This is an optimization exercise on Yosys and OpenROAD, whose aim is small area, not a production implementation. In this exercise RTL edits were held to simulation tests only and were not proved equivalent to the original. Power and IR drop assume default switching activity. No driver is modelled on the clock port, so clocking that relies on it looks cheaper here than on a real chip.

==> run P <==
==> flow/design.v <==
package regfile_pkg;
  localparam int DATA_W   = 32;
  localparam int ADDR_W   = 5;
  localparam int NUM_REGS = 32;
  localparam logic [4:0] ZERO_REG = 5'd31;
  typedef logic [ADDR_W-1:0] reg_addr_t;
  typedef logic [DATA_W-1:0] word_t;
endpackage
module reg_row
#(
  parameter int W = regfile_pkg::DATA_W
) (
  input  logic         clk,
  input  logic         en,
  input  logic [W-1:0] d,
  output logic [W-1:0] q
);
  logic         en_n;
  logic [W-1:0] nxt;
  assign en_n = ~en;
  for (genvar b = 0; b < W; b++) begin : g_bit
    rf_ao22 u_ld (
      .a1 (en),
      .a2 (d[b]),
      .b1 (en_n),
      .b2 (q[b]),
      .y  (nxt[b])
    );
  end
  always_ff @(posedge clk) begin
    q <= nxt;
  end
endmodule
module rf_ao22 (
  input  logic a1,
  input  logic a2,
  input  logic b1,
  input  logic b2,
  output logic y
);
  assign y = (a1 & a2) | (b1 & b2);
endmodule
module rf_aoi222 (
  input  logic a1,
  input  logic a2,
  input  logic b1,
  input  logic b2,
  input  logic c1,
  input  logic c2,
  output logic y
);
  assign y = ~((a1 & a2) | (b1 & b2) | (c1 & c2));
endmodule
module rf_nand2 (
  input  logic a,
  input  logic b,
  output logic y
);
  assign y = ~(a & b);
endmodule
module rf_nand3 (
  input  logic a,
  input  logic b,
  input  logic c,
  output logic y
);
  assign y = ~(a & b & c);
endmodule
module rf_nand4 (
  input  logic a,
  input  logic b,
  input  logic c,
  input  logic d,
  output logic y
);
  assign y = ~(a & b & c & d);
endmodule
module rf_or3 (
  input  logic a,
  input  logic b,
  input  logic c,
  output logic y
);
  assign y = a | b | c;
endmodule
module rd_bit (
  input  logic [30:0] sel,
  input  logic [30:0] d,
  output logic        y
);
  logic [10:0] t_n;
  logic [2:0]  g;
  for (genvar k = 0; k < 10; k++) begin : g_aoi
    rf_aoi222 u_aoi (
      .a1 (sel[3*k]),   .a2 (d[3*k]),
      .b1 (sel[3*k+1]), .b2 (d[3*k+1]),
      .c1 (sel[3*k+2]), .c2 (d[3*k+2]),
      .y  (t_n[k])
    );
  end
  rf_nand2 u_last (.a (sel[30]), .b (d[30]), .y (t_n[10]));
  rf_nand4 u_g0 (.a (t_n[0]), .b (t_n[1]), .c (t_n[2]),  .d (t_n[3]), .y (g[0]));
  rf_nand4 u_g1 (.a (t_n[4]), .b (t_n[5]), .c (t_n[6]),  .d (t_n[7]), .y (g[1]));
  rf_nand3 u_g2 (.a (t_n[8]), .b (t_n[9]), .c (t_n[10]),              .y (g[2]));
  rf_or3 u_or (.a (g[0]), .b (g[1]), .c (g[2]), .y (y));
endmodule
module reg_file
#(
  parameter int DATA_W   = regfile_pkg::DATA_W,
  parameter int ADDR_W   = regfile_pkg::ADDR_W,
  parameter int NUM_REGS = regfile_pkg::NUM_REGS
) (
  input  logic              clk,
  input  logic              rst,
  input  logic [ADDR_W-1:0] rd_addr1,
  input  logic [ADDR_W-1:0] rd_addr2,
  output logic [DATA_W-1:0] rd_data1,
  output logic [DATA_W-1:0] rd_data2,
  input  logic              wr_en,
  input  logic [ADDR_W-1:0] wr_addr,
  input  logic [DATA_W-1:0] wr_data
);
  localparam int NR = NUM_REGS - 1;   
  logic [DATA_W-1:0] rows [NR];
  logic [NR-1:0]     vld;
  logic [NR-1:0]     sel1;
  logic [NR-1:0]     sel2;
  for (genvar i = 0; i < NR; i++) begin : g_row
    logic ld;
    assign ld = wr_en && (wr_addr == ADDR_W'(i));
    reg_row #(
      .W (DATA_W)
    ) u_row (
      .clk (clk),
      .en  (ld),
      .d   (wr_data),
      .q   (rows[i])
    );
    always_ff @(posedge clk or posedge rst) begin
      if (rst) begin
        vld[i] <= 1'b0;
      end else if (ld) begin
        vld[i] <= 1'b1;
      end
    end
    assign sel1[i] = vld[i] && (rd_addr1 == ADDR_W'(i));
    assign sel2[i] = vld[i] && (rd_addr2 == ADDR_W'(i));
  end
  for (genvar b = 0; b < DATA_W; b++) begin : g_col
    logic [NR-1:0] col;
    for (genvar i = 0; i < NR; i++) begin : g_c
      assign col[i] = rows[i][b];
    end
    rd_bit u_rd1 (.sel (sel1), .d (col), .y (rd_data1[b]));
    rd_bit u_rd2 (.sel (sel2), .d (col), .y (rd_data2[b]));
  end
endmodule
==> flow/flow/run.sh <==
#!/bin/bash
# The standard layout, with two changes:
# - the port buffers are made from the smallest buffer (sky130_fd_sc_hd__buf_1)
#   instead of the flow's default pick;
# - clock tree synthesis clusters up to 30 flops per leaf buffer and inserts
#   no dummy loads.
set -euo pipefail
export BUFFER_PORTS_ARGS="-buffer_cell sky130_fd_sc_hd__buf_1"
export CTS_ARGS="-sink_clustering_enable -repair_clock_nets -sink_clustering_size 30 -sink_clustering_max_diameter 100 -dont_use_dummy_load"
bash standard.sh > flow_standard.log 2>&1
==> flow/standard.sh <==
#!/bin/bash
# synth_recipe.tcl (not shown) runs the flow's synth.tcl, then flattens the netlist and writes it again
# the make line also repeats each setting of config.mk as NAME=value (left out here)
make -C /OpenROAD-flow-scripts/flow DESIGN_CONFIG=/design/flow/config.mk WORK_HOME=/design/flow/orfs CLKGATE_MAP_FILE= SYNTH_SCRIPT=/design/flow/synth_recipe.tcl "${@:-finish}"
==> flow/config.mk <==
export PLATFORM = sky130hd
export DESIGN_NAME = reg_file
export DESIGN_NICKNAME = reg_file
export VERILOG_FILES = /design/flow/design.v
export SDC_FILE = /design/flow/constraint.sdc
export NUM_CORES = 4
export LEC_CHECK = 0
export CAP_MARGIN = 20
export CORE_MARGIN = 2
export CORE_UTILIZATION = 60
export CTS_CLUSTER_DIAMETER = 100
export CTS_CLUSTER_SIZE = 20
export PLACE_DENSITY = 0.72
export SLEW_MARGIN = 20
export SYNTH_HIERARCHICAL = 1
export SYNTH_MINIMUM_KEEP_SIZE = 0
==> flow/constraint.sdc <==
create_clock -name core_clock -period 7.5 [get_ports {clk}]
set_input_delay 1.5000 -clock core_clock [delete_from_list [all_inputs] [get_ports {clk}]]
set_output_delay 1.5000 -clock core_clock [all_outputs]
set_load 0.01 [all_outputs]
==> inputs of run H, as changes to run P <==
==> flow/run.sh (new file) <==
#!/bin/bash
# synth_recipe.tcl (not shown) runs the flow's synth.tcl, then flattens the netlist and writes it again
# the make line also repeats each setting of config.mk as NAME=value (left out here)
make -C /OpenROAD-flow-scripts/flow DESIGN_CONFIG=/design/flow/config.mk WORK_HOME=/design/flow/orfs CLKGATE_MAP_FILE= SYNTH_SCRIPT=/design/flow/synth_recipe.tcl finish
--- a/flow/config.mk
+++ b/flow/config.mk
@@ -9,6 +9,3 @@
 export CORE_MARGIN = 2
-export CORE_UTILIZATION = 60
-export CTS_CLUSTER_DIAMETER = 100
-export CTS_CLUSTER_SIZE = 20
-export PLACE_DENSITY = 0.72
+export CORE_UTILIZATION = 30
 export SLEW_MARGIN = 20
removed: flow/flow/run.sh
removed: flow/standard.sh
==> run summary <==
status=finished clean; Clk Latency, worst-skew pair=~0.60 ns; clk tree area frac=0.0235; initial DRC count=around 11000; H-tree levels=2; Pwr Density=275 nW/um^2; Setup WS post-layout=between 1 and 1.5 ns; WL per Instance=41.2 um; area occupied by multi-input gates=around 18000 sq um
(the above is from run P)
==> run summary <==
H-tree levels=3; initial DRC count=9282; WL per Instance=roughly 35 um; Comb power frac=0.117; area occupied by multi-input gates=approximately 18000 sq um; clk tree area frac=0.0766; post-synthesis register bit count=roughly 1000; status=finished clean; Setup WS post-layout=0.718 ns; via total after detailed routing=roughly 38000; I/O pins=114; Clk pwr share=0.375
(the above is from run H)

==> what the ideal ports hide <==
No port has a modelled driver above. Below, the same layouts with a new extraction and two added sets of constraints.
Step 1 (the two cells are an assumption about what drives the block):
set clk [get_ports {clk}]
set_driving_cell -lib_cell sky130_fd_sc_hd__clkbuf_16 $clk
set_driving_cell -lib_cell sky130_fd_sc_hd__buf_2 [delete_from_list [all_inputs] $clk]
Step 2 adds t to the input delays and takes it off the output delays; t is the mean of the earliest and latest rising clock arrival at the registers after step 1. Input paths then give back, and output paths get back, about the clock's delay inside the block.
Slacks: ideal / step 1 / step 2; pairs: ideal / step 1.
| run | t (ns) | setup WS [ns] | worst register clock-pin slew, ns | worst slew at a driven data input, ns | cell pins on the clock port's net |
|---|---|---|---|---|---|
| run P | 0.686 | 1.351 / 1.230 / 1.230 | 0.12 / 0.12 | 0.13 | 1 |
| run H | 0.746 | 0.718 / 0.691 / 0.691 | 0.07 / 0.07 | 0.08 | 1 |
After both steps setup and hold are still met in every run listed. The setup slack of run P, which loses most, moves by -0.121 ns with the drivers and by -0.121 ns with both steps.
